Background: an optimization exercise with open tools, aiming at small area. Do not read the settings as production practice. The RTL was checked by simulation tests, not by an equivalence proof against the original design. No activity file was given, so power comes from the tool's default toggle rates.

`config.mk`:
```
export PLATFORM = sky130hd
export DESIGN_NAME = pic_alu_top
export DESIGN_NICKNAME = pic_alu_top
export VERILOG_FILES = /design/flow/design.v
export SDC_FILE = /design/flow/constraint.sdc
export NUM_CORES = 4
export LEC_CHECK = 0
export CAP_MARGIN = 10
export CORE_MARGIN = 2
export CORE_UTILIZATION = 45
export CTS_BUF_LIST = sky130_fd_sc_hd__clkbuf_4
export CTS_CLUSTER_DIAMETER = 40
export CTS_CLUSTER_SIZE = 10
export SLEW_MARGIN = 10
export SYNTH_HIERARCHICAL = 1
```
`constraint.sdc`:
```
create_clock -name core_clock -period 5.0 [get_ports {clk}]
set_input_delay 1.0000 -clock core_clock [delete_from_list [all_inputs] [get_ports {clk}]]
set_output_delay 1.0000 -clock core_clock [all_outputs]
set_load 0.01 [all_outputs]
```
`design.v`:
```
package pic_alu_pkg;
    typedef struct packed {
        logic [5:0]              op;
        logic                    d;      
        logic [7-1:0] f;
    } byte_fmt_t;
    typedef struct packed {
        logic [3:0]              op;
        logic [3-1:0]   b;
        logic [7-1:0] f;
    } bit_fmt_t;
    typedef struct packed {
        logic [5:0]             op;
        logic [8-1:0] k;
    } lit_fmt_t;
    typedef union packed {
        byte_fmt_t bytef;
        bit_fmt_t  bitf;
        lit_fmt_t  litf;
    } instr_t;
    typedef enum logic [4:0] {
        ALU_NOP,
        ALU_ADDWF,
        ALU_ANDWF,
        ALU_CLRF,
        ALU_CLRW,
        ALU_COMF,
        ALU_DECF,
        ALU_INCF,
        ALU_IORWF,
        ALU_MOVF,
        ALU_MOVWF,
        ALU_RLF,
        ALU_RRF,
        ALU_SUBWF,
        ALU_SWAPF,
        ALU_XORWF,
        ALU_BCF,
        ALU_BSF,
        ALU_MOVLW,
        ALU_ADDLW,
        ALU_SUBLW,
        ALU_ANDLW,
        ALU_IORLW,
        ALU_XORLW
    } alu_op_e;
    typedef struct packed {
        alu_op_e                 op;
        logic                    dest_f;   
        logic [7-1:0] addr;
        logic [8-1:0]  lit;      
        logic                    valid;
    } uop_t;
    typedef struct packed {
        uop_t                   uop;
        logic [8-1:0] operand;   
    } exec_t;
    typedef struct packed {
        logic z;
        logic dc;
        logic c;
    } status_t;
    typedef struct packed {
        logic                    en;
        logic [7-1:0] addr;
        logic [8-1:0]  data;
    } file_wr_t;
endpackage
`timescale 1ns/1ps
module file_regs (
    input  logic                     clk,
    input  logic                     rst_n,
    input  logic [7-1:0]  rd_addr,
    output logic [8-1:0]   rd_data,
    input  logic                     we,
    input  logic [7-1:0]  wr_addr,
    input  logic [8-1:0]   wr_data
);
    localparam int NG = 16;    
    localparam int NC = 8;     
    localparam int NT = (128 + 2) / 3;
    logic [8-1:0] s [128];
    logic [NG-1:0]          valid;
    logic                   phase;
    logic [NG-1:0]          wg;        
    logic [NC-1:0]          wc;        
    logic                   wvalid;    
    logic [NG-1:0]          b_g;       
    localparam int NH = 2;     
    logic [NH-1:0]          wh;        
    logic [8-1:0] c_b [NH][NC];  
    logic [NG-1:0]          rg;        
    logic                   rvalid;
    logic [NC-1:0]          rc;
    logic [128-1:0] rsel;  
    logic [8-1:0] rn [NT];
    logic [8-1:0] raw;
    always_comb begin
        for (int g = 0; g < NG; g++) begin
            wg[g] = (wr_addr[6:3] == 4'(g));
            rg[g] = (rd_addr[6:3] == 4'(g)) && valid[g];   
        end
        for (int c = 0; c < NC; c++) begin
            wc[c] = (wr_addr[2:0] == 3'(c));
            rc[c] = (rd_addr[2:0] == 3'(c));
        end
    end
    assign wvalid = |(wg & valid);
    assign rvalid = |rg;
    logic [8-1:0] pn;
    logic [NH*NC-1:0]       sel_b, t_b;
    assign pn = ~(wr_data ^ {8{phase}});
    always_comb begin
        for (int g = 0; g < NG; g++) begin
            b_g[g] = !(we && wg[g]);
        end
        for (int h = 0; h < NH; h++) begin
            wh[h] = (wr_addr[6] == 1'(h));
            for (int c = 0; c < NC; c++) begin
                sel_b[h*NC+c] = wh[h] && wc[c];
                t_b[h*NC+c]   = !(wh[h] && wc[c]) && !(wvalid || phase);
            end
        end
    end
    always_comb begin
        for (int i = 0; i < 128; i++) begin
            rsel[i] = rg[i / NC] && rc[i % NC];
        end
    end
    for (genvar h = 0; h < NH; h++) begin : g_half
        for (genvar c = 0; c < NC; c++) begin : g_cls
            file_cbus u_cbus (
                .sel (sel_b[h*NC+c]),
                .t   (t_b[h*NC+c]),
                .pn  (pn),
                .c   (c_b[h][c])
            );
        end
    end
    for (genvar i = 0; i < 128; i++) begin : g_row
        file_row u_row (
            .clk (clk),
            .bn  (b_g[i / NC]),
            .cn  (!wc[i % NC]),
            .gv  (valid[i / NC]),
            .c   (c_b[i / (128 / NH)][i % NC]),
            .q   (s[i])
        );
    end
    always_ff @(posedge clk or negedge rst_n) begin
        if (!rst_n) begin
            phase <= 1'b0;
            valid <= '0;
        end else begin
            phase <= ~phase;
            if (we) begin
                valid <= valid | wg;
            end
        end
    end
    for (genvar t = 0; t < NT - 1; t++) begin : g_rd
        file_rd3 u_rd (
            .r  (rsel[3*t+2:3*t]),
            .q0 (s[3*t]),
            .q1 (s[3*t+1]),
            .q2 (s[3*t+2]),
            .n  (rn[t])
        );
    end
    assign rn[NT-1] = ~((s[128-2] & {8{rsel[128-2]}})
                      | (s[128-1] & {8{rsel[128-1]}}));
    always_comb begin
        raw = '1;
        for (int t = 0; t < NT; t++) begin
            raw = raw & rn[t];
        end
        raw = ~raw;
    end
    assign rd_data = raw ^ {8{phase && rvalid}};
endmodule
module file_row (
    input  logic                    clk,
    input  logic                    bn,
    input  logic                    cn,
    input  logic                    gv,
    input  logic [8-1:0]  c,
    output logic [8-1:0]  q
);
    logic a;
    assign a = !(bn || (cn && gv));
    always_ff @(posedge clk) begin
        q <= ~((q | {8{a}}) & ({8{bn}} | c));
    end
endmodule
module file_cbus (
    input  logic                    sel,
    input  logic                    t,
    input  logic [8-1:0]  pn,
    output logic [8-1:0]  c
);
    assign c = ~((pn & {8{sel}}) | {8{t}});
endmodule
module file_rd3 (
    input  logic [2:0]              r,
    input  logic [8-1:0]  q0,
    input  logic [8-1:0]  q1,
    input  logic [8-1:0]  q2,
    output logic [8-1:0]  n
);
    assign n = ~((q0 & {8{r[0]}}) | (q1 & {8{r[1]}}) | (q2 & {8{r[2]}}));
endmodule
`timescale 1ns/1ps
module pic_alu_top (
    input  logic                    clk,
    input  logic                    rst_n,
    input  pic_alu_pkg::instr_t     instr,
    input  logic                    instr_valid,
    output logic [8-1:0]  w,
    output pic_alu_pkg::status_t    status,
    output logic                    retired
);
    logic [13:0]            iq;            
    logic                   iv;
    logic [13:0]            xq;            
    logic                   xv;
    logic [8-1:0] oq;            
    logic [8-1:0] w_e;
    logic [2:0]             st_e;          
    logic                   r_e;
    logic [8-1:0] rd_data;
    logic                   wr_en;
    logic                   wb_en;         
    logic [7-1:0] wb_addr;
    logic [8-1:0] wb_data;
    logic [5:0]             op;
    logic                   d;
    logic [8-1:0] k;
    logic [8-1:0] fv;
    logic [8-1:0] x;
    logic [8-1:0] bm;
    logic                   is_lit, is_add, is_sub, is_inc, is_dec;
    logic                   use_w, inv_b, cin;
    logic [8-1:0] add_b;
    logic [8:0]   sum;
    logic [4:0]             nib;
    logic [8-1:0] result;
    logic                   act, dest_f, upd_z, upd_c, upd_dc;
    logic                   new_c;
    always_ff @(posedge clk) begin
        iq <= instr;   
        xq <= iq;
        if (wr_en && (xq[6:0] == iq[6:0])) begin
            oq <= result;
        end else if (wb_en && (wb_addr == iq[6:0])) begin
            oq <= wb_data;
        end else begin
            oq <= rd_data;
        end
        wb_addr <= xq[6:0];
        wb_data <= result;
    end
    assign op = xq[13:8];
    assign d  = xq[7];
    assign k  = xq[7:0];
    assign fv = oq;
    assign wr_en = xv && act && dest_f;
    file_regs u_file (
        .clk     (clk),
        .rst_n   (rst_n),
        .rd_addr (iq[6:0]),
        .rd_data (rd_data),
        .we      (wb_en),
        .wr_addr (wb_addr),
        .wr_data (wb_data)
    );
    assign is_lit = (op[5:4] == 2'b11);
    assign x      = is_lit ? k : fv;
    assign is_add = (op == 6'b000111) || (op[5:1] == 5'b11111);
    assign is_sub = (op == 6'b000010) || (op[5:1] == 5'b11110);
    assign is_inc = (op == 6'b001010);
    assign is_dec = (op == 6'b000011);
    assign use_w  = is_add || is_sub;
    assign inv_b  = is_sub || is_dec;
    assign cin    = is_sub || is_inc;
    assign add_b  = (use_w ? w_e : '0) ^ {8{inv_b}};
    assign sum    = {1'b0, x} + {1'b0, add_b} + {{8{1'b0}}, cin};
    assign nib    = {1'b0, x[3:0]} + {1'b0, add_b[3:0]} + {4'd0, cin};
    always_comb begin
        bm = '0;
        bm[xq[9:7]] = 1'b1;
    end
    logic byte_op;
    logic f_movwf, f_clr, f_sub, f_dec, f_ior, f_and, f_xor, f_add;
    logic f_movf, f_comf, f_inc, f_rrf, f_rlf, f_swap, f_bcf, f_bsf;
    logic l_mov, l_ior, l_and, l_xor, l_sub, l_add;
    logic g_and, g_ior, g_xor, g_pass, g_arith, g_flag, g_rot;
    logic [8-1:0] lp, lq, lv, rv;
    assign byte_op = (op[5:4] == 2'b00);
    assign f_movwf = byte_op && (op[3:0] == 4'b0000) && d;
    assign f_clr   = byte_op && (op[3:0] == 4'b0001);
    assign f_sub   = byte_op && (op[3:0] == 4'b0010);
    assign f_dec   = byte_op && (op[3:0] == 4'b0011);
    assign f_ior   = byte_op && (op[3:0] == 4'b0100);
    assign f_and   = byte_op && (op[3:0] == 4'b0101);
    assign f_xor   = byte_op && (op[3:0] == 4'b0110);
    assign f_add   = byte_op && (op[3:0] == 4'b0111);
    assign f_movf  = byte_op && (op[3:0] == 4'b1000);
    assign f_comf  = byte_op && (op[3:0] == 4'b1001);
    assign f_inc   = byte_op && (op[3:0] == 4'b1010);
    assign f_rrf   = byte_op && (op[3:0] == 4'b1100);
    assign f_rlf   = byte_op && (op[3:0] == 4'b1101);
    assign f_swap  = byte_op && (op[3:0] == 4'b1110);
    assign f_bcf   = (op[5:2] == 4'b0100);
    assign f_bsf   = (op[5:2] == 4'b0101);
    assign l_mov   = (op[5:2] == 4'b1100);
    assign l_ior   = (op == 6'b111000);
    assign l_and   = (op == 6'b111001);
    assign l_xor   = (op == 6'b111010);
    assign l_sub   = (op[5:1] == 5'b11110);
    assign l_add   = (op[5:1] == 5'b11111);
    assign g_and   = f_and || l_and;
    assign g_ior   = f_ior || l_ior;
    assign g_xor   = f_xor || l_xor;
    assign g_pass  = f_movf || l_mov;
    assign g_arith = f_add || f_sub || f_inc || f_dec || l_add || l_sub;
    assign g_flag  = f_add || f_sub || l_add || l_sub;    
    assign g_rot   = f_rrf || f_rlf || f_swap;
    assign lp = (w_e & {8{g_and || f_movwf}}) | (~w_e & {8{g_xor}})
              | {8{g_ior || g_pass || f_bsf}} | (~bm & {8{f_bcf}});
    assign lq = (w_e & {8{g_ior || g_xor || f_movwf}}) | {8{f_comf}}
              | (bm & {8{f_bsf}});
    assign lv = (x & lp) | (~x & lq);
    assign rv = ({st_e[0], x[7:1]} & {8{f_rrf}})
              | ({x[6:0], st_e[0]} & {8{f_rlf}})
              | ({x[3:0], x[7:4]} & {8{f_swap}});
    assign result = g_arith ? sum[8-1:0] : (g_rot ? rv : lv);
    assign act    = f_movwf || f_clr || g_arith || g_and || g_ior || g_xor || g_pass
                 || f_comf || g_rot || f_bcf || f_bsf;
    assign dest_f = (byte_op && d) || f_bcf || f_bsf;
    assign upd_z  = g_arith || g_and || g_ior || g_xor || f_movf || f_comf || f_clr;
    assign upd_c  = g_flag || f_rrf || f_rlf;
    assign upd_dc = g_flag;
    assign new_c  = f_rrf ? x[0] : (f_rlf ? x[7] : sum[8]);
    always_ff @(posedge clk or negedge rst_n) begin
        if (!rst_n) begin
            iv      <= 1'b0;
            xv      <= 1'b0;
            wb_en   <= 1'b0;
            w_e     <= '0;
            st_e    <= '0;
            r_e     <= 1'b0;
            w       <= '0;
            status  <= '0;
            retired <= 1'b0;
        end else begin
            iv <= instr_valid;
            xv <= iv;
            wb_en <= wr_en;
            if (xv && act) begin
                if (!dest_f) w_e <= result;
                if (upd_z)  st_e[2] <= (result == '0);
                if (upd_dc) st_e[1] <= nib[4];
                if (upd_c)  st_e[0] <= new_c;
            end
            r_e     <= xv;
            w       <= w_e;
            status  <= st_e;
            retired <= r_e;
        end
    end
endmodule
```
`flow/run.sh`:
```
#!/bin/bash
set -euo pipefail
W=$PWD

# ABC script: abc_speed.script without "buffer -c; topo; stime -c; upsize -c; dnsize -c"
grep -v -E '^(buffer|topo|stime|upsize|dnsize)' "$FLOW_HOME/scripts/abc_speed.script" > "$W/abc_nosize.script"

# ORFS synth.tcl calling ABC with that script, all other arguments kept
sed 's|log_cmd abc {\*}\$abc_args|log_cmd abc -script $::env(MY_ABC_SCRIPT) {*}[lrange $abc_args 2 end]|' \
    "$FLOW_HOME/scripts/synth.tcl" > "$W/synth_nosize.tcl"
grep -q 'MY_ABC_SCRIPT' "$W/synth_nosize.tcl"

# The standard flow's synthesis wrapper (nofsm, noshare, flatten, rename) around it
sed "s|source \$::env(SCRIPTS_DIR)/synth.tcl|source $W/synth_nosize.tcl|" synth_recipe.tcl > "$W/synth_recipe_nosize.tcl"
grep -q 'synth_nosize.tcl' "$W/synth_recipe_nosize.tcl"

# The standard.sh with that synthesis script
sed "s|SYNTH_SCRIPT=[^ ]*|SYNTH_SCRIPT=$W/synth_recipe_nosize.tcl|" standard.sh > "$W/standard_nosize.sh"
grep -q 'synth_recipe_nosize.tcl' "$W/standard_nosize.sh"

export MY_ABC_SCRIPT="$W/abc_nosize.script"
cfg() { sed -n "s/^export $1 *= *//p" config.mk; }
CTS="-sink_clustering_enable -repair_clock_nets -dont_use_dummy_load -buf_list {$(cfg CTS_BUF_LIST)}"
[[ -n "$(cfg CTS_CLUSTER_SIZE)" ]] && CTS="$CTS -sink_clustering_size $(cfg CTS_CLUSTER_SIZE)"
[[ -n "$(cfg CTS_CLUSTER_DIAMETER)" ]] && CTS="$CTS -sink_clustering_max_diameter $(cfg CTS_CLUSTER_DIAMETER)"
echo "CTS_ARGS: $CTS" > "$W/flow_make.log"
bash "$W/standard_nosize.sh" finish "ADDER_MAP_FILE=" "CTS_ARGS=$CTS" >> "$W/flow_make.log" 2>&1
```
`standard.sh`:
```
#!/bin/bash
# synth_recipe.tcl (not shown) runs the flow's synth.tcl, then flattens the netlist and writes it again
# the make line also repeats each setting of config.mk as NAME=value (left out here)
make -C /OpenROAD-flow-scripts/flow DESIGN_CONFIG=/design/flow/config.mk WORK_HOME=/design/flow/orfs CLKGATE_MAP_FILE= SYNTH_SCRIPT=/design/flow/synth_recipe.tcl "${@:-finish}"
```
==> out/results.txt, run 1 <==
Initial antenna violation count - 4
Starting Density - 45.54%
Critical Path Sink - oq[3]
Crit. End Element - flip-flop
CTS H-Tree Depth - 4
Worst r2r path cells - 12
RSZ-0062 raised after global routing - false
CP required - 5.98 ns
EDFF count, synth - 0
Vias/cell - 7.366
CORE AREA - 0.08382 mm2
Ys async rst share - 3.932%
Starting DRT DRC Count - 8,448
Worst setup margin - -0.01405 ns
CP Launch Point - iq[3]
Clk buf depth - 3
Clk sink count - 1,119
IR drop worst, VDD - 0.2488 mV
Min-Delay Path Class - input port to asynchronous set/reset pin
P&R area growth vs syn - 12.83%
Post-DP HPWL - 118,200 um
Layout filler cell count - 7,759
Area contributors post-synth - dfxtp_1 56%, o22ai_1 17%, a222oi_1 8.8%, a21oi_1 3.8%, dfrtp_1 2.9%
Fin. max-slew vios - 0
Row count - 106
Power, Total - 16.15 mW
Max-slew headroom - 17.44%
Synth warnings - 13
Slew of the pin with the lowest slew margin - 1.232 ns
Outcome - complete, but fails checks
Hold Fails Final Rpt - 0
Crit path time final - 5.014 ns
Drt total wl - 172,000 um
Worst-path fanout max - 14
Num CTS Buffers - 151
GRT Overall Usage - 38.30%
Setup violators final - 1
Setup Crit Path Kind - flip-flop to flip-flop
Fin crit share - 100.3%
Syn Inst Count - 3,520
Reg2reg end - oq[3]
TritonRoute pass-1 iters - 14
CTS tree - done
Die Y - 295.2 um
Die width - 295.2 um
Layout cells sized above 1 - 10.90%
Largest net degree at the start of global routing - 74
Crit path DAT - 5.99 ns
Layout check failures - setup timing
Drt drc - 0
Prevailing post-synth register cell - dfxtp_1
Yosys top cell by area - dfxtp_1
Share of the synthesized area in the top cell type - 56.38%
Dpl cell area - 0.04190 mm2
Worst skew pair latency - 1.13 ns
CP Launch Type - flip-flop
Worst R2R Start - iq[3]
Vias in the first global route - 33,940
Max Clk Rate - 0.1994 GHz
Io pins - 29
Grt total ovfl - 0
Placer Congestion - 1.009
Pwr Density - 375.0 mW/mm2
Synth Net Count - 3,537
Final net count - 3,954
Post-synthesis cell type count - 60
Root Driver - clkbuf_4
Die ar. - 0.08716 mm2
Antenna-violating nets left - 0
First-pass GRT wire length - 242,100 um
Setup bufs post-CTS - 0
Clk_skew - 0.1168 ns
Post-Syn Area - 0.03817 mm2
Wire length per cell - 33.86 um
Worst-path clk slew - 0.11 ns
Vias after detailed routing - 37,430
Non-Filler Cell Area, Final - 0.04307 mm2
Max-Cap Viols - 0
LEAKAGE - 15.78 nW
Reg2Reg Setup Slack - -0.01 ns
Seq/Total Area, Yosys - 59.27%
IO buf count - 28
Syn avg cell area - 10.84 um2
# hold bufs at CTS - 0
#FFs+latches synth - 1,119
CTS resizes - 0
cells in the final DEF (no fill, tap or decap), types with 43 or more instances in the layout:
cell	synthesis	final
a21oi_1	291	275
a222oi_1	336	336
buf_4	0	234
clkbuf_4	0	151
dfrtp_1	44	44
dfxtp_1	1075	1075
nand2_1	62	50
nand3_1	47	43
nand4_1	93	93
nor2_1	209	209
o22ai_1	1032	1032
worst min-delay path by stage:
stage | endpoint
after floorplan | xq[10]
after global placement | xq[7]
after detailed placement | xq[7]
after CTS | xv
after global routing | xv
final | xv
cell type report:
| class | count | area (um2) | share of cell area (%) |
|---|---|---|---|
| sequential | 1119 | 22620 | 52.53 |
| multi-input combinational | 2389 | 15750 | 36.56 |
| timing repair buffer | 264 | 2072 | 4.811 |
| tap | 1134 | 1419 | 3.295 |
| clock buffer | 151 | 1134 | 2.632 |
| inverter | 12 | 45.04 | 0.1046 |
| antenna | 12 | 30.03 | 0.06973 |
Yosys stat by module, one instance, submodules excluded:
module       cell area [um2]  copies in the design
pic_alu_top             3928                     1
file_regs               2690                     1
file_row               215.2                   128
file_rd3               80.08                    42
file_cbus              40.04                    16
metrics by stage:
step	cells	hold slack (ns)	setup TNS [ns]	utilization, %	setup slack (ns)
5_1_grt	5072	0.1015	0	51.35	0.1915
2_1_floorplan	3520	0.3096	0	-	0.7265
4_1_cts	5069	0.003036	0	51.34	0.4582
6_report	5081	0.02726	-0.01405	51.38	-0.01405
3_5_place_dp	4918	0.3121	0	49.99	0.5004
3_3_place_gp	4918	0.3097	0	49.99	0.4817
power breakdown:
part           internal, mW  switching (mW)
clock                  1.39            2.96
combinational         0.555            1.05
sequential             9.64           0.564
state kept, by name, indices dropped and copies added (netlist names), 7 cells and up:
signal,count
wb_data,8
u_file.g_row.u_row.q,1024
w,8
wb_addr,7
u_file.valid,16
oq,8
iq,14
xq,14
w_e,8
routing by layer:
layer	track usage [%]	up-vias	wire [um]
met5	0	-	0
met1	50.36	17800	65890
met4	25.19	0	12990
met2	55.38	2945	71420
met3	10.16	717	21740
li1	-	15970	-
worst max-delay path, cell delays in order, from the launching register on:
cell and delay, ns:
dfxtp_1 0.65, nor2b_1 0.25, nand3_1 0.55, nor2_1 0.30, a222oi_1 0.56, nand4_1 0.25
nor3_1 0.89, nand3_1 0.44, a221oi_1 0.39, xnor2_1 0.13, mux2_1 0.30, nand2_1 0.06
o21ai_0 0.10
cell usage after synthesis (7+ instances only):
cell,n
a221oi_1,12
o21a_1,7
nor2_1,209
a31oi_1,8
or2_0,7
mux2i_1,19
nand2b_1,24
nand4_1,93
a222oi_1,336
nor4_1,19
clkinv_1,12
a211oi_1,8
o211ai_1,10
nor3_1,21
nor2b_1,11
mux2_1,14
dfxtp_1,1075
nand2_1,62
dfrtp_1,44
a21oi_1,291
nand3b_1,9
nand3_1,47
and3_1,11
xnor2_1,35
xor2_1,9
o21ai_0,29
o22ai_1,1032
kinds of logic (layout without fill, tap and decap cells):
family	count (synthesis)	in the layout	share of synthesized area (%)
AOI/OAI and AO/OA	1775	1775	31.78
xor gates and xnor gates	44	44	1.010
adders and majority gates	1	1	0.02623
buffers and inverters	12	427	0.1180
DFF	1119	1119	59.27
muxes	33	33	0.9113
other	0	12	0
and+or+nand+nor	536	536	6.887
==> run 2, diff against run 1 <==
--- a/design.v
+++ b/design.v
@@ -71,6 +71,8 @@
     input  logic                     clk,
     input  logic                     rst_n,
     input  logic [7-1:0]  rd_addr,
+    input  logic                     byp_en,    
+    input  logic [8-1:0]   byp_data,
     output logic [8-1:0]   rd_data,
     input  logic                     we,
     input  logic [7-1:0]  wr_addr,
@@ -176,7 +178,7 @@
         end
         raw = ~raw;
     end
-    assign rd_data = raw ^ {8{phase && rvalid}};
+    assign rd_data = byp_en ? byp_data : (raw ^ {8{phase && rvalid}});
 endmodule
 module file_row (
     input  logic                    clk,
@@ -229,9 +231,8 @@
     logic                   r_e;
     logic [8-1:0] rd_data;
     logic                   wr_en;
-    logic                   wb_en;         
-    logic [7-1:0] wb_addr;
-    logic [8-1:0] wb_data;
+    logic                   iq_wf;         
+    logic                   xw;            
     logic [5:0]             op;
     logic                   d;
     logic [8-1:0] k;
@@ -249,29 +250,26 @@
     always_ff @(posedge clk) begin
         iq <= instr;   
         xq <= iq;
-        if (wr_en && (xq[6:0] == iq[6:0])) begin
-            oq <= result;
-        end else if (wb_en && (wb_addr == iq[6:0])) begin
-            oq <= wb_data;
-        end else begin
-            oq <= rd_data;
-        end
-        wb_addr <= xq[6:0];
-        wb_data <= result;
+        oq <= rd_data;
     end
     assign op = xq[13:8];
     assign d  = xq[7];
     assign k  = xq[7:0];
     assign fv = oq;
-    assign wr_en = xv && act && dest_f;
+    assign iq_wf = ((iq[13:12] == 2'b00) && iq[7]
+                    && (iq[11:8] != 4'b1011) && (iq[11:8] != 4'b1111))
+                || (iq[13:11] == 3'b010);
+    assign wr_en = xw;
     file_regs u_file (
         .clk     (clk),
         .rst_n   (rst_n),
         .rd_addr (iq[6:0]),
+        .byp_en  (wr_en && (xq[6:0] == iq[6:0])),
+        .byp_data(result),
         .rd_data (rd_data),
-        .we      (wb_en),
-        .wr_addr (wb_addr),
-        .wr_data (wb_data)
+        .we      (wr_en),
+        .wr_addr (xq[6:0]),
+        .wr_data (result)
     );
     assign is_lit = (op[5:4] == 2'b11);
     assign x      = is_lit ? k : fv;
@@ -345,7 +343,7 @@
         if (!rst_n) begin
             iv      <= 1'b0;
             xv      <= 1'b0;
-            wb_en   <= 1'b0;
+            xw      <= 1'b0;
             w_e     <= '0;
             st_e    <= '0;
             r_e     <= 1'b0;
@@ -355,7 +353,7 @@
         end else begin
             iv <= instr_valid;
             xv <= iv;
-            wb_en <= wr_en;
+            xw <= iv && iq_wf;
             if (xv && act) begin
                 if (!dest_f) w_e <= result;
                 if (upd_z)  st_e[2] <= (result == '0);
--- a/flow/run.sh
+++ b/flow/run.sh
@@ -24,4 +24,5 @@
 [[ -n "$(cfg CTS_CLUSTER_SIZE)" ]] && CTS="$CTS -sink_clustering_size $(cfg CTS_CLUSTER_SIZE)"
 [[ -n "$(cfg CTS_CLUSTER_DIAMETER)" ]] && CTS="$CTS -sink_clustering_max_diameter $(cfg CTS_CLUSTER_DIAMETER)"
 echo "CTS_ARGS: $CTS" > "$W/flow_make.log"
-bash "$W/standard_nosize.sh" finish "ADDER_MAP_FILE=" "CTS_ARGS=$CTS" >> "$W/flow_make.log" 2>&1
+bash "$W/standard_nosize.sh" finish "ADDER_MAP_FILE=" "CTS_ARGS=$CTS" \
+    "BUFFER_PORTS_ARGS=-buffer_cell sky130_fd_sc_hd__buf_1" >> "$W/flow_make.log" 2>&1
==> config.mk (replaced) <==
export PLATFORM = sky130hd
export DESIGN_NAME = pic_alu_top
export DESIGN_NICKNAME = pic_alu_top
export VERILOG_FILES = /design/flow/design.v
export SDC_FILE = /design/flow/constraint.sdc
export NUM_CORES = 4
export LEC_CHECK = 0
export CAP_MARGIN = 5
export CORE_MARGIN = 2
export CORE_UTILIZATION = 55
export CTS_BUF_LIST = sky130_fd_sc_hd__clkbuf_4
export CTS_CLUSTER_DIAMETER = 35
export CTS_CLUSTER_SIZE = 8
export SETUP_SLACK_MARGIN = 0.5
export SLEW_MARGIN = 5
export SYNTH_HIERARCHICAL = 1
==> run 2 against run 1 <==
Effect of this change: now clean on timing, DRC and antenna; sequential share of layout area is 0.80 points lower; register-to-register slack improved by 0.40 ns; global-route usage increased by 9.3 points; sequential power rose by 8%; clock power rose by 3%; worst hold slack gained 0.030 ns; die area shrank 18%; sequential cell count fell by 15; via count is 5.9% higher; maximum frequency rose by 8.7%; synthesized cell count fell by 0.63%; clock-buffer cell count is 20 higher; critical path type unchanged.
==> out/results.txt, run 2 <==
Outcome - complete, no violations
Fin. max-slew vios - 0
Area contributors post-synth - dfxtp_1 56%, o22ai_1 17%, a222oi_1 8.9%, a21oi_1 3.8%, dfrtp_1 2.9%
Starting Density - 55.38%
Most frequent cells in the layout - 1,057 x dfxtp_1, 1,041 x o22ai_1, 336 x a222oi_1
Die Y - 266.6 um
Post-Layout Cell Count - 4,903
CTS H-Tree Depth - 4
Pwr Density - 400.8 mW/mm2
Register area - 0.02233 mm2
Max-Cap Viols - 0
Ys async rst share - 3.986%
Fin crit share - 92.25%
CP max stage delay - 0.72 ns
Syn Inst Count - 3,498
Min-Delay Path Class - input port to asynchronous set/reset pin
#FFs+latches synth - 1,104
Root Driver - clkbuf_4
Prevailing post-synth register cell - dfxtp_1
RSZ-0062 raised after global routing - false
Grt total ovfl - 0
Max Clk Rate - 0.2168 GHz
Setup_tns - 0 ns
Top delay family on crit path - simple AND/OR/NAND/NOR gates
Largest net degree at the start of global routing - 64
Clk sink count - 1,104
TritonRoute pass-1 iters - 13
First-pass GRT wire length - 247,200 um
Worst-path clk slew - 0.08 ns
Final net count - 4,036
Max-slew headroom - 7.797%
Most common cell after layout, fill and taps aside - dfxtp_1
Layout cells sized above 1 - 13.39%
Post-layout util - 63.04%
Placer Congestion - 1.058
Vias/cell - 8.085
Yosys top cell by area - dfxtp_1
CTS tree - done
Layout filler cell count - 5,611
Post-DP HPWL - 123,700 um
Setup slack at placement - 0.3080 ns
Biggest regs - u_file.g_row.u_row.q: 1024 flops, u_file.valid: 16 flops
Worst-path fanout max - 12
Slew of the pin with the lowest slew margin - 1.378 ns
Die ar. - 0.07105 mm2
Initial antenna violation count - 6
LEAKAGE - 15.95 nW
CP most frequent cell - buf_4
Power, Total - 17.30 mW
Crit. End Element - flip-flop
CP Launch Type - flip-flop
Synth warnings - 13
Setup Crit Path Kind - flip-flop to flip-flop
Row count - 96
Crit path DAT - 5.54 ns
Wire length per cell - 35.64 um
CORE AREA - 0.06847 mm2
Critical-path cell list - nand3b_1 -> buf_4 -> nor2_1 -> a222oi_1 -> nand4_1 -> nor4_1 -> buf_4 -> o2111ai_1 -> o211a_1 -> nor3_1 -> buf_4
Synth Net Count - 3,515
WP buf/inv - 3
Antenna-violating nets left - 0
Vias in the first global route - 36,500
Share of the synthesized area in the top cell type - 55.97%
Multi-input logic area - 0.01580 mm2
Worst skew pair latency - 1.11 ns
Critical-path top delay cell - nand3b_1
Crit path time final - 4.612 ns
P&R area growth vs syn - 13.84%
Num CTS Buffers - 171
Seq/Total Area, Yosys - 58.87%
Clk buf depth - 3
Die width - 266.6 um
IR drop worst, VDD - 0.2528 mV
Setup violators final - 0
Vias after detailed routing - 39,640
Drt drc - 0
Placed cell count - 4,720
Worst setup margin - 0.3877 ns
Largest Register - u_file.g_row.u_row.q
IO buf count - 28
Commonest cells post-synth - 1,060 x dfxtp_1, 1,041 x o22ai_1, 336 x a222oi_1
Post-Syn Area - 0.03792 mm2
Drt total wl - 174,700 um
Non-Filler Cell Area, Final - 0.04316 mm2
Clk_skew - 0.1784 ns
GRT Overall Usage - 47.58%
Starting DRT DRC Count - 11,030
Most common cell in the netlist - dfxtp_1
EDFF count, synth - 0
Number of flip-flops under the largest register name - 1,024
Worst Hold Slack - 0.05738 ns
Io pins - 29
Hold Fails Final Rpt - 0
Post-synthesis cell type count - 65
Dpl cell area - 0.04163 mm2
Syn avg cell area - 10.84 um2
CP required - 5.93 ns
run 2: path summary, 6_finish.rpt:
kind / from / endpoint / slack [ns] / depth (start not counted)
setup / recovery: iq[1] / oq[2] / 0.39 / 11
hold / removal: rst_n / u_file.valid[6] / 0.06 / 2
setup reg to reg: iq[1] / oq[2] / 0.39 / 11
hold reg to reg: xv / r_e / 0.34 / 0
max in group asynchronous: rst_n / xv / 4.39 / 2
min in group core_clock: instr[9] / iq[9] / 0.11 / 1
run 2: logic make-up (layout without fill, tap and decap cells):
| family | Yosys count | after routing | share of synthesized area [%] |
|---|---|---|---|
| xor+xnor | 32 | 32 | 0.7392 |
| compound gates | 1786 | 1786 | 32.33 |
| fa+ha+maj | 2 | 2 | 0.05280 |
| mux | 31 | 31 | 0.8679 |
| flops | 1104 | 1104 | 58.87 |
| simple gates | 532 | 532 | 7.035 |
| buf+inv | 11 | 530 | 0.1089 |
| other cells | 0 | 4 | 0 |
run 2: layout make-up:
type | instances | share of cell area (%)
Antenna cell | 4 | 0.02319
Inverter | 11 | 0.09566
Multi-Input combinational cell | 2383 | 36.61
Sequential cell | 1104 | 51.72
Timing Repair Buffer | 348 | 6.015
Clock buffer | 171 | 2.974
Tap cell | 882 | 2.557
run 2: timing repair:
item / in CTS / in global routing
setup endpoints to repair: 8 / 399
endpoints found under the hold margin: 5 / 0
pin swaps: 0 / 7
cloned: 0 / 0
buffers inserted: 0 / 3
resized for setup: 1 / 30
hold buffers: 5 / 0
run 2: metal layers:
layer  vias to the layer above  part of all wire, %  GRT usage (%)  routed length [um]
met5                         -                0.087          1.178                 152
met3                       838                   18          22.23               31170
met1                     18830                   36          61.88               62820
met4                         8                  7.1          27.12               12330
met2                      3850                   39          64.25               68260
li1                      16120                    -              -                   -
run 2: modules after synthesis (local to each module, per instance):
module | times used | cells inside | area (um2)
file_regs | 1 | 484 | 2940
pic_alu_top | 1 | 374 | 3426
file_row | 128 | 17 | 215.2
file_rd3 | 42 | 8 | 80.08
file_cbus | 16 | 8 | 40.04
run 2: power by group:
group          leakage [nW]  switching [mW]  internal (mW)
Combinational          5.75            1.14          0.725
Clock                 0.787            2.91           1.56
Sequential             9.42           0.920           10.0
==> run 3, diff against run 2 <==
--- a/design.v
+++ b/design.v
@@ -109,9 +109,9 @@
     end
     assign wvalid = |(wg & valid);
     assign rvalid = |rg;
-    logic [8-1:0] pn;
-    logic [NH*NC-1:0]       sel_b, t_b;
-    assign pn = ~(wr_data ^ {8{phase}});
+    logic [8-1:0] pd;
+    logic [NH*NC-1:0]       sel_b, u_b;
+    assign pd = wr_data ^ {8{phase}};
     always_comb begin
         for (int g = 0; g < NG; g++) begin
             b_g[g] = !(we && wg[g]);
@@ -120,7 +120,7 @@
             wh[h] = (wr_addr[6] == 1'(h));
             for (int c = 0; c < NC; c++) begin
                 sel_b[h*NC+c] = wh[h] && wc[c];
-                t_b[h*NC+c]   = !(wh[h] && wc[c]) && !(wvalid || phase);
+                u_b[h*NC+c]   = !(wh[h] && wc[c]) && (wvalid || phase);
             end
         end
     end
@@ -133,8 +133,8 @@
         for (genvar c = 0; c < NC; c++) begin : g_cls
             file_cbus u_cbus (
                 .sel (sel_b[h*NC+c]),
-                .t   (t_b[h*NC+c]),
-                .pn  (pn),
+                .u   (u_b[h*NC+c]),
+                .p   (pd),
                 .c   (c_b[h][c])
             );
         end
@@ -196,11 +196,11 @@
 endmodule
 module file_cbus (
     input  logic                    sel,
-    input  logic                    t,
-    input  logic [8-1:0]  pn,
+    input  logic                    u,
+    input  logic [8-1:0]  p,
     output logic [8-1:0]  c
 );
-    assign c = ~((pn & {8{sel}}) | {8{t}});
+    assign c = (p & {8{sel}}) | {8{u}};
 endmodule
 module file_rd3 (
     input  logic [2:0]              r,
--- a/config.mk
+++ b/config.mk
@@ -11,6 +11,6 @@
 export CTS_BUF_LIST = sky130_fd_sc_hd__clkbuf_4
 export CTS_CLUSTER_DIAMETER = 35
 export CTS_CLUSTER_SIZE = 8
-export SETUP_SLACK_MARGIN = 0.5
+export SETUP_SLACK_MARGIN = 0.6
 export SLEW_MARGIN = 5
 export SYNTH_HIERARCHICAL = 1
==> run 3 against run 2 <==
Effect of this change: sequential power about the same; cell area decreased by 1.5%; global-route usage decreased by 0.82 points; worst setup slack got worse by 0.10 ns; synthesized area increased by 0.83%; critical path depth decreased by 1; largest cell class unchanged; first-iteration DRC count decreased by 12%; critical path type unchanged; sequential cell count unchanged; cell count decreased by 2.0%; non-clock buffer count decreased by 149.
==> out/results.txt, run 3 <==
Outcome - complete, no violations
IO buf count - 28
Biggest regs - u_file.g_row.u_row.q: 1024 flops, u_file.valid: 16 flops
Critical Path Sink - oq[1]
P&R area growth vs syn - 11.17%
Setup Crit Path Kind - flip-flop to flip-flop
Synth warnings - 13
Fin. max-slew vios - 0
Vias after detailed routing - 38,900
Post-DP HPWL - 119,500 um
Critical-path cell list - nand4_1 -> nor2_1 -> a222oi_1 -> nand4_1 -> nor4_1 -> buf_4 -> o2111ai_1 -> buf_4 -> o211a_1 -> nor3_1
Ys async rst share - 3.986%
First-pass GRT wire length - 243,700 um
EDFF count, synth - 0
Area contributors post-synth - dfxtp_1 56%, o22ai_1 17%, a222oi_1 8.8%, dfrtp_1 2.9%, a21o_1 2.5%
CP required - 5.89 ns
Top delay family on crit path - simple AND/OR/NAND/NOR gates
Post-synthesis cell type count - 65
Crit path time final - 4.713 ns
Vias in the first global route - 35,800
Share of the synthesized area in the top cell type - 55.51%
CORE AREA - 0.06871 mm2
Placer Congestion - 1.040
Vias/cell - 8.098
Most common cell in the netlist - dfxtp_1
Setup_tns - 0 ns
Crit path DAT - 5.60 ns
Commonest cells post-synth - 1,060 x dfxtp_1, 1,042 x o22ai_1, 336 x a222oi_1
Die Y - 267.6 um
Initial antenna violation count - 7
Clk_skew - 0.1470 ns
WP buf/inv - 2
CP Launch Point - u_file.valid[7]
Crit path depth - 10
Syn Inst Count - 3,493
Non-Filler Cell Area, Final - 0.04250 mm2
Worst-path clk slew - 0.09 ns
Num CTS Buffers - 174
Yosys top cell by area - dfxtp_1
CTS tree - done
Power, Total - 17.57 mW
Prevailing post-synth register cell - dfxtp_1
Largest Register - u_file.g_row.u_row.q
Antenna-violating nets left - 0
Max-Cap Viols - 0
Reg2Reg Setup Slack - 0.29 ns
Pwr Density - 413.4 mW/mm2
Most common cell after layout, fill and taps aside - dfxtp_1
Critical-path top delay cell - a222oi_1
CP Launch Type - flip-flop
TritonRoute pass-1 iters - 13
GRT Overall Usage - 46.76%
Wire length per cell - 36.02 um
CTS H-Tree Depth - 4
Grt total ovfl - 0
#FFs+latches synth - 1,104
Slew of the pin with the lowest slew margin - 1.401 ns
Starting Density - 55.64%
Synth Net Count - 3,510
IR drop worst, VDD - 0.2952 mV
Drt total wl - 173,000 um
Fin crit share - 94.27%
Layout cells sized above 1 - 10.45%
Worst-path fanout max - 12
Crit. End Element - flip-flop
Final net count - 3,885
Max-slew headroom - 6.364%
Setup violators final - 0
Max Clk Rate - 0.2122 GHz
LEAKAGE - 15.78 nW
Hold Fails Final Rpt - 0
Largest net degree at the start of global routing - 74
Syn avg cell area - 10.94 um2
Dpl cell area - 0.04106 mm2
Clk sink count - 1,104
Drt drc - 0
CP max stage delay - 0.98 ns
Worst r2r path cells - 10
Row count - 96
Die width - 267.6 um
Io pins - 29
Layout filler cell count - 5,766
Post-Syn Area - 0.03823 mm2
Die ar. - 0.07163 mm2
Clk buf depth - 3
Reg2reg end - oq[1]
Root Driver - clkbuf_4
Worst R2R Start - u_file.valid[7]
Most frequent cells in the layout - 1,052 x dfxtp_1, 1,042 x o22ai_1, 336 x a222oi_1
RSZ-0062 raised after global routing - false
Number of flip-flops under the largest register name - 1,024
Min-Delay Path Class - input port to asynchronous set/reset pin
Seq/Total Area, Yosys - 58.39%
Worst skew pair latency - 1.12 ns
Starting DRT DRC Count - 9,754
run 3: changes by cell type after synthesis, sizes merged, moves of 2 or more:
cell    before  now
nor2       197  192
nand3b      15   10
a21oi      286  156
a31oi        6    8
xor2         4   12
xnor2       28   20
and3b        2    4
nand2       71   68
a21o         1  129
nand3       22   24
nor3b        1    4
o21ai       26   24
or3          7    9
run 3: cell type report:
cell class	count	area (um2)	share of cell area [%]
sequential	1104	22330	52.54
multi-input combinational	2377	16040	37.75
timing repair buffer	199	1593	3.748
clock buffer	174	1306	3.073
tap	931	1165	2.741
inverter	12	45.04	0.1060
antenna	7	17.52	0.04122
run 3: worst min path at each step:
stage	start	to	slack [ns]
global placement	iq[10]	xq[10]	0.32
finish	rst_n	u_file.valid[5]	0.06
global route	instr[7]	iq[7]	0.03
floorplan	iq[10]	xq[10]	0.31
CTS	instr[7]	iq[7]	0.0006
detailed placement	iq[10]	xq[10]	0.32
run 3: metrics by stage:
| step | cells | worst slack, ns | util [%] | hold WS (ns) |
|---|---|---|---|---|
| floorplan | 3493 | 0.7024 | - | 0.3096 |
| global placement | 4620 | 0.6093 | 59.76 | 0.3176 |
| detailed placement | 4620 | 0.5437 | 59.76 | 0.3161 |
| CTS | 4797 | 0.6137 | 61.74 | 0.0005885 |
| global route | 4799 | 0.5868 | 61.84 | 0.03214 |
| finish | 4804 | 0.2867 | 61.86 | 0.05527 |
run 3: cell families after synthesis:
group / Yosys count / share of synthesized area, %
compound gates: 1784 / 32.88
xor+xnor: 32 / 0.7331
fa+ha+maj: 2 / 0.05237
buf+inv: 12 / 0.1178
flops: 1104 / 58.39
mux: 32 / 0.8902
simple gates: 527 / 6.942
run 3: where the power goes:
part / internal [mW] / switching (mW) / leakage [nW]
Clock: 1.59 / 2.97 / 0.801
Combinational: 0.740 / 1.20 / 5.56
Sequential: 10.1 / 0.968 / 9.42
run 3: repair_timing:
action	CTS	global route
endpoints found under the setup margin	47	632
resized for setup	1	33
hold endpoints to repair	1	0
buffers inserted	2	0
hold buffers	1	0
pin swaps	3	6
run 3: modules after synthesis (local to each module, per instance):
module / area, um2 / times used
file_cbus: 60.06 / 16
file_rd3: 80.08 / 42
file_regs: 2934 / 1
file_row: 215.2 / 128
pic_alu_top: 3426 / 1
run 3: metal layers:
layer  up-vias  part of all wire, %  global-route usage (%)
met3       699                   18                   23.92
met1     18710                   37                   61.63
li1      15800                    -                       -
met2      3690                   39                   62.11
met5         -                0.067                  0.9702
met4         4                  5.7                   23.31
==> run 4, diff against run 3 <==
--- a/config.mk
+++ b/config.mk
@@ -11,6 +11,6 @@
 export CTS_BUF_LIST = sky130_fd_sc_hd__clkbuf_4
 export CTS_CLUSTER_DIAMETER = 35
 export CTS_CLUSTER_SIZE = 8
-export SETUP_SLACK_MARGIN = 0.6
+export SETUP_SLACK_MARGIN = 0.3
 export SLEW_MARGIN = 5
 export SYNTH_HIERARCHICAL = 1
==> run 4 against run 3 <==
Effect of this change: now fails the layout checks on setup timing; sequential power is essentially flat; wire length is 2.4% higher; power fell by 0.45%.
==> out/results.txt, run 4 <==
Outcome - complete, but fails checks
Layout check failures - setup timing
Top delay family on crit path - simple AND/OR/NAND/NOR gates
Final net count - 3,893
Critical-path cell list - or3b_1 -> buf_4 -> nor2_1 -> a222oi_1 -> nand4_1 -> nor3_1 -> o2111ai_1 -> buf_4 -> o211a_1 -> nor3_1 -> buf_4
Starting Density - 55.64%
Worst Hold Slack - 0.04738 ns
Number of flip-flops under the largest register name - 1,024
CORE AREA - 0.06871 mm2
Prevailing post-synth register cell - dfxtp_1
Wire length per cell - 36.80 um
Setup violators final - 1
Vias after detailed routing - 39,250
Comb pwr share - 10.8%
Setup Crit Path Kind - flip-flop to flip-flop
Crit. End Element - flip-flop
Root Driver - clkbuf_4
Setup bufs post-CTS - 0
Io pins - 29
Most common cell after layout, fill and taps aside - dfxtp_1
Reg2reg end - oq[2]
Largest net degree at the start of global routing - 74
Worst-path fanout max - 12
Max-slew headroom - 18.11%
Fin crit share - 101.7%
Pwr Density - 413.2 mW/mm2
Worst-path clk slew - 0.08 ns
Post-synthesis compound-gate area fraction - 32.88%
Multi-input logic area - 0.01600 mm2
Worst r2r path cells - 11
Num CTS Buffers - 172
P&R area growth vs syn - 10.72%
Clk sink count - 1,104
Die Y - 267.6 um
Layout filler cell count - 5,800
Drt total wl - 177,100 um
IR drop worst, VDD - 0.2516 mV
Crit path DAT - 6.03 ns
Biggest regs - u_file.g_row.u_row.q: 1024 flops, u_file.valid: 16 flops
CP max stage delay - 0.93 ns
Synth Area in XOR/XNOR - 0.7331%
WP buf/inv - 3
LEAKAGE - 15.73 nW
Critical-path top delay cell - a222oi_1
Largest family of logic cells by synthesized area - compound AO/OA/AOI/OAI gates
Post-synthesis cell type count - 65
Commonest cells post-synth - 1,060 x dfxtp_1, 1,042 x o22ai_1, 336 x a222oi_1
RSZ-0062 raised after global routing - true
Synth Net Count - 3,510
Sequential share of power - 63.5%
Setup_tns - -0.08390 ns
Vias in the first global route - 35,640
Post-DP HPWL - 120,600 um
Die width - 267.6 um
Seq/Total Area, Yosys - 58.39%
Slew of the pin with the lowest slew margin - 1.224 ns
Register area - 0.02232 mm2
CP most frequent cell - buf_4
CTS tree - done
#FFs+latches synth - 1,104
Layout cells sized above 1 - 9.964%
Syn avg cell area - 10.94 um2
Syn Inst Count - 3,493
Largest Register - u_file.g_row.u_row.q
Switch Pwr - 5.101 mW
Reg2Reg Setup Slack - -0.08 ns
Worst setup margin - -0.08390 ns
Switching Share - 29.16%
Post-synthesis mux area share - 0.8902%
Share of the synthesized area in the top cell type - 55.51%
Max-Cap Viols - 0
Area contributors post-synth - dfxtp_1 56%, o22ai_1 17%, a222oi_1 8.8%, dfrtp_1 2.9%, a21o_1 2.5%
CP Launch Type - flip-flop
P_int - 12.39 mW
Placer Congestion - 1.099
Yosys top cell by area - dfxtp_1
EDFF count, synth - 0
Clk pwr share - 25.7%
Post-Syn Area - 0.03823 mm2
CP required - 5.94 ns
Most common cell in the netlist - dfxtp_1
CTS H-Tree Depth - 4
Hold Fails Final Rpt - 0
Vias/cell - 8.155
Die ar. - 0.07163 mm2
Simple-gate share of the synthesized area - 6.942%
Grt total ovfl - 0
TritonRoute pass-1 iters - 15
Post-synthesis adder-cell area fraction - 0.05236%
Fin. max-slew vios - 0
Most frequent cells in the layout - 1,059 x dfxtp_1, 1,042 x o22ai_1, 336 x a222oi_1
Ys async rst share - 3.986%
Initial antenna violation count - 10
Starting DRT DRC Count - 9,692
Crit path time final - 5.084 ns
Max Clk Rate - 0.1967 GHz
Row count - 96
Clk buf depth - 3
Min-Delay Path Class - input port to asynchronous set/reset pin
Worst R2R Start - iq[2]
Worst skew pair latency - 1.10 ns
Drt drc - 0
First-pass GRT wire length - 249,200 um
Synth warnings - 13
Clk_skew - 0.1550 ns
Antenna-violating nets left - 0
GRT Overall Usage - 48.01%
IO buf count - 28
run 4: cell count changes in the layout (fill, tap and decap cells not counted), sizes merged:
cell and delta:
clkbuf -2, dlygate4sd3 -1, diode +1, buf +11
run 4: repair_timing:
item | CTS | global route
hold buffers | 0 | 0
gates resized for setup | 0 | 8
endpoints found under the setup margin | 0 | 196
run 4: stage by stage:
step	utilization [%]	instances	instance area (um2)	power (mW)	setup slack (ns)
6_report	61.61	4813	42330	17.49	-0.08390
5_1_grt	61.59	4807	42310	18.00	0.1296
4_1_cts	61.56	4805	42290	17.25	0.4222
3_5_place_dp	59.68	4633	41000	12.96	0.4411
3_3_place_gp	59.68	4633	41000	12.86	0.4067
2_1_floorplan	-	3493	38230	11.92	0.5312
run 4: layout make-up:
class | instances | area share (%)
flip-flops and latches | 1104 | 52.74
diodes | 8 | 0.04729
repair buffers | 209 | 3.520
well taps | 931 | 2.752
clock buffers | 172 | 3.050
multi-input cells | 2377 | 37.79
inverters | 12 | 0.1064
run 4: cells by family (layout without fill, tap and decap cells):
group | count (synthesis) | after routing
DFF | 1104 | 1104
xor gates and xnor gates | 32 | 32
adders and majority gates | 2 | 2
muxes | 32 | 32
and+or+nand+nor | 527 | 527
AOI/OAI and AO/OA | 1784 | 1784
buffers and inverters | 12 | 393
other | 0 | 8
run 4: power by group through the flow:
stage,clock [mW],combinational (mW),sequential [mW]
global route,4.85,1.97,11.2
finish,4.50,1.89,11.1
global placement,0,1.70,11.2
floorplan,0,1.02,10.9
detailed placement,0,1.78,11.2
CTS,4.48,1.78,11.0
run 4: worst reg2reg max path: cells and delay by family (launching register included):
| family | cells | cell delay [ns] |
|---|---|---|
| buffers and inverters | 3 | 0.80 |
| AOI/OAI and AO/OA | 3 | 1.43 |
| DFF | 1 | 0.63 |
| and+or+nand+nor | 5 | 2.20 |
run 4: how the worst max path moves through the flow:
stage                start  cells past startpoint                            to
floorplan            xq[9]                     10  u_file.g_row[120].u_row.q[5]
global placement    xq[12]                     14   u_file.g_row[47].u_row.q[5]
detailed placement  xq[12]                     14   u_file.g_row[47].u_row.q[5]
CTS                 xq[12]                     14   u_file.g_row[15].u_row.q[5]
global route         iq[2]                     11                         oq[2]
finish               iq[2]                     11                         oq[2]
run 4: metal layers:
metal,wire (um),up-vias,track usage (%)
li1,-,15860,-
met1,65620,18780,63.60
met2,65170,3852,60.40
met3,34820,736,27.42
met4,11300,14,25.73
met5,189,-,1.040
run 4: Yosys stat by module (local to each module, per instance):
| module | area, um2 | cells inside | flops+latches |
|---|---|---|---|
| pic_alu_top | 3426 | 374 | 63 |
| file_regs | 2934 | 479 | 17 |
| file_rd3 | 80.08 | 8 | 0 |
| file_cbus | 60.06 | 8 | 0 |
| file_row | 215.2 | 17 | 8 |
==> run 5, diff against run 4 <==
--- a/config.mk
+++ b/config.mk
@@ -9,8 +9,8 @@
 export CORE_MARGIN = 2
 export CORE_UTILIZATION = 55
 export CTS_BUF_LIST = sky130_fd_sc_hd__clkbuf_4
-export CTS_CLUSTER_DIAMETER = 35
-export CTS_CLUSTER_SIZE = 8
-export SETUP_SLACK_MARGIN = 0.3
+export CTS_CLUSTER_DIAMETER = 40
+export CTS_CLUSTER_SIZE = 10
+export SETUP_SLACK_MARGIN = 0.45
 export SLEW_MARGIN = 5
 export SYNTH_HIERARCHICAL = 1
==> run 5 against run 4 <==
Effect of this change: now clean on timing, DRC and antenna; clock skew shrank 0.051 ns; synthesized area stayed put; register-to-register slack improved by 0.32 ns; wire length about the same; highest routed layer unchanged; first-iteration DRC count increased by 6.1%; clock-buffer cell count fell by 28; power decreased by 1.7%; cell count decreased by 0.44%.
==> out/results.txt, run 5 <==
Outcome - complete, no violations
Antenna-violating nets left - 0
Initial antenna violation count - 6
Most frequent cells in the layout - 1,059 x dfxtp_1, 1,042 x o22ai_1, 336 x a222oi_1
Die width - 267.6 um
Worst-path clk slew - 0.11 ns
Hold Fails Final Rpt - 0
Synth warnings - 13
Root Driver - clkbuf_4
Largest net degree at the start of global routing - 74
Post-DP HPWL - 120,600 um
CTS H-Tree Depth - 4
Sequential share of power - 64.6%
First-pass GRT wire length - 248,500 um
CP Launch Type - flip-flop
Clk buf depth - 3
Grt met3 use - 26.21%
Syn Inst Count - 3,493
Syn avg cell area - 10.94 um2
Met2 Track Usage GR - 59.76%
Dpl cell area - 0.04100 mm2
Vias in the first global route - 35,310
P_int - 12.15 mW
Starting DRT DRC Count - 10,290
Drt total wl - 177,200 um
Max-slew headroom - 17.22%
IO buf count - 28
Setup violators final - 0
Io pins - 29
Die Y - 267.6 um
Row count - 96
Number of flip-flops under the largest register name - 1,024
Most common cell in the netlist - dfxtp_1
Largest Register - u_file.g_row.u_row.q
GRT Overall Usage - 47.99%
Vias after detailed routing - 39,190
Clk sink count - 1,104
Crit path DAT - 5.72 ns
Setup Crit Path Kind - flip-flop to flip-flop
Setup_tns - 0 ns
Synth Net Count - 3,510
LEAKAGE - 15.62 nW
Grt total ovfl - 0
Min-Delay Path Class - input port to asynchronous set/reset pin
Switching Share - 29.35%
Fin crit share - 95.31%
# hold bufs at CTS - 0
Layout cells sized above 1 - 9.714%
Worst-path fanout max - 12
CORE AREA - 0.06871 mm2
Comb pwr share - 11.0%
Grt met1 use - 64.30%
Max Clk Rate - 0.2098 GHz
Post-synthesis cell type count - 65
Slew of the pin with the lowest slew margin - 1.237 ns
Clk_skew - 0.1040 ns
Final net count - 3,869
Worst skew pair latency - 1.07 ns
Ys async rst share - 3.986%
Clk pwr share - 24.4%
#FFs+latches synth - 1,104
RSZ-0062 raised after global routing - false
Max-Cap Viols - 0
Share of the synthesized area in the top cell type - 55.51%
Num CTS Buffers - 144
Non-Filler Cell Area, Final - 0.04219 mm2
Pwr Density - 407.5 mW/mm2
Biggest regs - u_file.g_row.u_row.q: 1024 flops, u_file.valid: 16 flops
Switch Pwr - 5.046 mW
Vias/cell - 8.178
Fin. max-slew vios - 0
Prevailing post-synth register cell - dfxtp_1
Commonest cells post-synth - 1,060 x dfxtp_1, 1,042 x o22ai_1, 336 x a222oi_1
EDFF count, synth - 0
Layout filler cell count - 5,817
Crit. End Element - flip-flop
Area contributors post-synth - dfxtp_1 56%, o22ai_1 17%, a222oi_1 8.8%, dfrtp_1 2.9%, a21o_1 2.5%
Starting Density - 55.64%
Seq/Total Area, Yosys - 58.39%
Yosys top cell by area - dfxtp_1
P&R area growth vs syn - 10.36%
TritonRoute pass-1 iters - 22
Placer Congestion - 1.099
Crit path time final - 4.766 ns
CP required - 5.96 ns
Die ar. - 0.07163 mm2
Most common cell after layout, fill and taps aside - dfxtp_1
Post-Syn Area - 0.03823 mm2
Drt drc - 0
CTS tree - done
IR drop worst, VDD - 0.2673 mV
Wire length per cell - 36.97 um
Most used routing layer - met1
## run 5: cell counts after synthesis
Identical to the previous run, type by type.
## run 5: worst paths after layout
check                           startpoint         endpoint  slack, ns  depth (start not counted)
worst max-delay path                 iq[0]            oq[2]       0.23                         12
worst min register to register      iq[10]           xq[10]       0.33                          0
worst max register to register       iq[0]            oq[2]       0.23                         12
max in group asynchronous            rst_n  u_file.valid[9]       4.42                          2
worst min-delay path                 rst_n  u_file.valid[5]       0.08                          2
min in group core_clock           instr[4]            iq[4]       0.08                          1
## run 5: power groups by stage
stage / Combinational, mW / Sequential, mW / Clock [mW]
final: 1.89 / 11.1 / 4.20
after global routing: 1.98 / 11.2 / 4.52
after CTS: 1.78 / 11.0 / 4.17
after detailed placement: 1.78 / 11.2 / 0
after global placement: 1.70 / 11.2 / 0
after floorplan: 1.02 / 10.9 / 0
## run 5: cells by family (layout without fill, tap and decap cells)
group                    Yosys count  after routing  synth area share (%)
AND/OR/NAND/NOR                  527            527                 6.942
buffers and inverters             12            369                0.1178
other                              0             11                     0
XOR/XNOR                          32             32                0.7331
flip-flops                      1104           1104                 58.39
AO/OA/AOI/OAI                   1784           1784                 32.88
adder cells (fa/ha/maj)            2              2               0.05237
multiplexers                      32             32                0.8902
## run 5: metrics by stage
stage | hold WS, ns | setup slack [ns] | std cells | utilization (%) | total power, mW
after global placement | 0.3161 | 0.4067 | 4633 | 59.68 | 12.86
after CTS | 0.01423 | 0.4635 | 4777 | 61.26 | 16.95
final | 0.07617 | 0.2344 | 4792 | 61.41 | 17.19
after detailed placement | 0.3236 | 0.4411 | 4633 | 59.68 | 12.96
after global routing | 0.04979 | 0.4538 | 4782 | 61.37 | 17.67
after floorplan | 0.3096 | 0.5312 | 3493 | - | 11.92
## run 5: modules after synthesis (local to each module, per instance)
| module | flops+latches | area, um2 | times used |
|---|---|---|---|
| pic_alu_top | 63 | 3426 | 1 |
| file_cbus | 0 | 60.06 | 16 |
| file_row | 8 | 215.2 | 128 |
| file_rd3 | 0 | 80.08 | 42 |
| file_regs | 17 | 2934 | 1 |
## run 5: timing repair
| action | 4_1_cts | 5_1_grt |
|---|---|---|
| gates resized for setup | 2 | 19 |
| pin swaps | 0 | 6 |
| buffers inserted | 0 | 4 |
| endpoints found under the setup margin | 1 | 445 |
## run 5: final cells by class
cell class | count | area (um2) | area share (%)
flip-flops and latches | 1104 | 22320 | 52.91
multi-input cells | 2377 | 16030 | 37.99
repair buffers | 213 | 1520 | 3.603
inverters | 12 | 45.04 | 0.1068
clock buffers | 144 | 1081 | 2.562
diodes | 11 | 27.53 | 0.06525
well taps | 931 | 1165 | 2.761
## run 5: worst max-delay path, cell delays in order (launching register included)
cell and delay [ns]:
dfxtp_1 0.62, nor2_1 0.11, nand2_1 0.53, buf_4 0.33
nor2_1 0.18, a222oi_1 0.82, nand4_1 0.24, nor3_1 0.56
o2111ai_1 0.42, buf_4 0.27, o211a_1 0.10, nor3_1 0.34
buf_4 0.17
## run 5: metal layers
layer,vias to the layer above,wire length [um]
li1,15780,-
met1,18850,65910
met2,3799,65670
met3,739,33700
met4,16,11380
met5,-,522
==> run 6, diff against run 5 <==
--- a/config.mk
+++ b/config.mk
@@ -7,7 +7,7 @@
 export LEC_CHECK = 0
 export CAP_MARGIN = 5
 export CORE_MARGIN = 2
-export CORE_UTILIZATION = 55
+export CORE_UTILIZATION = 60
 export CTS_BUF_LIST = sky130_fd_sc_hd__clkbuf_4
 export CTS_CLUSTER_DIAMETER = 40
 export CTS_CLUSTER_SIZE = 10
==> run 6 against run 5 <==
Effect of this change: synthesized area unchanged; die area fell by 8.2%; synthesized cell count is the same; non-clock buffer count rose by 3; critical path type unchanged.
==> out/results.txt, run 6 <==
Clk_skew - 0.1204 ns
RSZ-0062 raised after global routing - true
P&R area growth vs syn - 10.19%
Setup violators final - 0
EDFF count, synth - 0
CP Launch Type - flip-flop
Worst-path clk slew - 0.11 ns
Placer Congestion - 1.094
Crit. End Element - flip-flop
Fin. max-slew vios - 0
Setup Crit Path Kind - flip-flop to flip-flop
Vias/cell - 8.472
Max-slew headroom - 8.221%
Most frequent cells in the layout - 1,056 x dfxtp_1, 1,042 x o22ai_1, 336 x a222oi_1
CP required - 5.96 ns
Ys async rst share - 3.986%
Min-Delay Path Class - input port to asynchronous set/reset pin
Fin crit share - 95.91%
Grt total ovfl - 0
Largest net degree at the start of global routing - 55
Num CTS Buffers - 143
TritonRoute pass-1 iters - 15
Crit path DAT - 5.76 ns
Power, Total - 17.26 mW
Switching Share - 29.59%
First-pass GRT wire length - 246,600 um
Synth Net Count - 3,510
IR drop worst, VDD - 0.2646 mV
Most used routing layer - met1
Die ar. - 0.06575 mm2
Max-Cap Viols - 0
CORE AREA - 0.06308 mm2
Most common cell after layout, fill and taps aside - dfxtp_1
Number of flip-flops under the largest register name - 1,024
Worst Hold Slack - 0.03582 ns
Io pins - 29
GRT Overall Usage - 50.51%
Clk sink count - 1,104
Initial antenna violation count - 6
Drt drc - 0
Synth warnings - 13
Area contributors post-synth - dfxtp_1 56%, o22ai_1 17%, a222oi_1 8.8%, dfrtp_1 2.9%, a21o_1 2.5%
Slew of the pin with the lowest slew margin - 1.373 ns
Setup slack at placement - 0.4933 ns
Worst skew pair latency - 1.07 ns
Syn avg cell area - 10.94 um2
Share of the synthesized area in the top cell type - 55.51%
Root Driver - clkbuf_4
Antenna-violating nets left - 0
Worst setup margin - 0.2046 ns
Grt met3 use - 25.72%
Vias after detailed routing - 39,910
Die width - 256.4 um
Pwr Density - 409.6 mW/mm2
Crit path time final - 4.795 ns
Post-layout util - 66.78%
Vias in the first global route - 36,290
LEAKAGE - 15.64 nW
CTS H-Tree Depth - 4
Row count - 92
Largest Register - u_file.g_row.u_row.q
P_int - 12.15 mW
IO buf count - 28
Met2 Track Usage GR - 65.67%
Commonest cells post-synth - 1,060 x dfxtp_1, 1,042 x o22ai_1, 336 x a222oi_1
Post-Syn Area - 0.03823 mm2
Biggest regs - u_file.g_row.u_row.q: 1024 flops, u_file.valid: 16 flops
Post-synthesis cell type count - 65
Layout cells sized above 1 - 9.657%
Comb pwr share - 11.1%
Clk buf depth - 3
# hold bufs at CTS - 0
Most common cell in the netlist - dfxtp_1
Syn Inst Count - 3,493
Die Y - 256.4 um
Starting Density - 60.61%
#FFs+latches synth - 1,104
Seq/Total Area, Yosys - 58.39%
Outcome - complete, no violations
Final net count - 3,871
Starting DRT DRC Count - 10,600
Sequential share of power - 64.8%
Grt met1 use - 66.21%
Wire length per cell - 36.89 um
Yosys top cell by area - dfxtp_1
Worst-path fanout max - 12
Switch Pwr - 5.106 mW
Max Clk Rate - 0.2085 GHz
Post-DP HPWL - 121,000 um
CTS tree - done
Worst r2r path cells - 10
Drt total wl - 173,800 um
Hold Fails Final Rpt - 0
Prevailing post-synth register cell - dfxtp_1
Setup_tns - 0 ns
Clk pwr share - 24.1%
run 6: layout make-up:
cell class,count,area (um2)
sequential,1104,22330
tap,846,1059
clock buffer,143,1074
timing repair buffer,216,1580
multi-input combinational,2377,16010
fill,5032,20950
inverter,12,45.04
antenna,12,30.03
run 6: metal layers:
| layer | share of wire, % | vias up |
|---|---|---|
| met1 | 35 | 18840 |
| met2 | 38 | 4271 |
| li1 | - | 15780 |
| met5 | 0.034 | - |
| met3 | 20 | 1008 |
| met4 | 7.7 | 4 |
run 6: critical path: stages, from the launching register on:
cell and delay (ns):
dfrtp_1 0.74, nand2_1 0.71, nor2_1 0.43, a222oi_1 1.02, nand4_1 0.32, nor4_1 0.38
buf_4 0.22, o2111ai_1 0.26, buf_4 0.25, o211a_1 0.11, nor3_1 0.27
run 6: path summary, 6_finish.rpt:
| path | slack, ns | to | from |
|---|---|---|---|
| min in group core_clock | 0.04 | iq[7] | instr[7] |
| setup reg to reg | 0.20 | oq[1] | u_file.valid[5] |
| hold reg to reg | 0.34 | xq[10] | iq[10] |
| max in group asynchronous | 4.45 | st_e[1] | rst_n |
| setup / recovery | 0.20 | oq[1] | u_file.valid[5] |
| hold / removal | 0.04 | w_e[2] | rst_n |
run 6: per-stage QoR:
step	instance area, um2	std cells
5_1_grt	42110	4703
6_report	42130	4710
3_5_place_dp	40960	4553
2_1_floorplan	38230	3493
4_1_cts	42030	4696
3_3_place_gp	40960	4553
run 6: Yosys stat by module, one instance, submodules excluded:
module | copies in the design | cells | flip-flops and latches
file_regs | 1 | 479 | 17
file_row | 128 | 17 | 8
file_cbus | 16 | 8 | 0
file_rd3 | 42 | 8 | 0
pic_alu_top | 1 | 374 | 63
run 6: power by group through the flow:
stage | sequential [mW] | clock [mW] | combinational, mW
2_1_floorplan | 10.9 | 0 | 1.02
3_3_place_gp | 11.2 | 0 | 1.70
3_5_place_dp | 11.2 | 0 | 1.78
4_1_cts | 11.1 | 4.13 | 1.79
5_1_grt | 11.2 | 4.47 | 1.99
6_report | 11.2 | 4.17 | 1.91
run 6: logic make-up after synthesis:
kind of cell / count (synthesis) / share of synthesized area, %
mux: 32 / 0.8902
fa+ha+maj: 2 / 0.05237
xor+xnor: 32 / 0.7331
flops: 1104 / 58.39
compound gates: 1784 / 32.88
buf+inv: 12 / 0.1178
simple gates: 527 / 6.942
run 6: what timing repair did:
item	CTS	global route
setup buffers	0	2
gates resized for setup	0	17
setup endpoints to repair	0	488

## re-timing with driven ports
No port has a modelled driver above. Below, the same layouts with a new extraction and two added sets of constraints.
Step 1: set_driving_cell puts a clkbuf_16 on clk and a buf_2 on each other input, an assumption about the parent block.
Step 2 also shifts input and output timing later by t, the mid clock arrival at the registers, as if the neighbouring blocks saw the same clock.
Slacks: ideal / step 1 / step 2; pairs: ideal / step 1.
run	t, ns	setup slack, ns	worst hold slack (ns)	clock arrival spread, ns	pins driven straight from the clock port
run 1	1.143	-0.014 / -0.014 / -0.014	0.027 / -0.018 / 0.312	0.125 / 0.125	1
run 2	1.084	0.388 / 0.388 / 0.388	0.057 / 0.023 / 0.344	0.178 / 0.178	1
run 3	1.103	0.287 / 0.287 / 0.287	0.055 / 0.024 / 0.333	0.147 / 0.147	1
run 4	1.076	-0.084 / -0.084 / -0.084	0.047 / 0.016 / 0.317	0.164 / 0.164	1
run 5	1.072	0.234 / 0.234 / 0.234	0.076 / 0.046 / 0.330	0.112 / 0.111	1
run 6	1.068	0.205 / 0.205 / 0.205	0.036 / 0.022 / 0.344	0.120 / 0.120	1
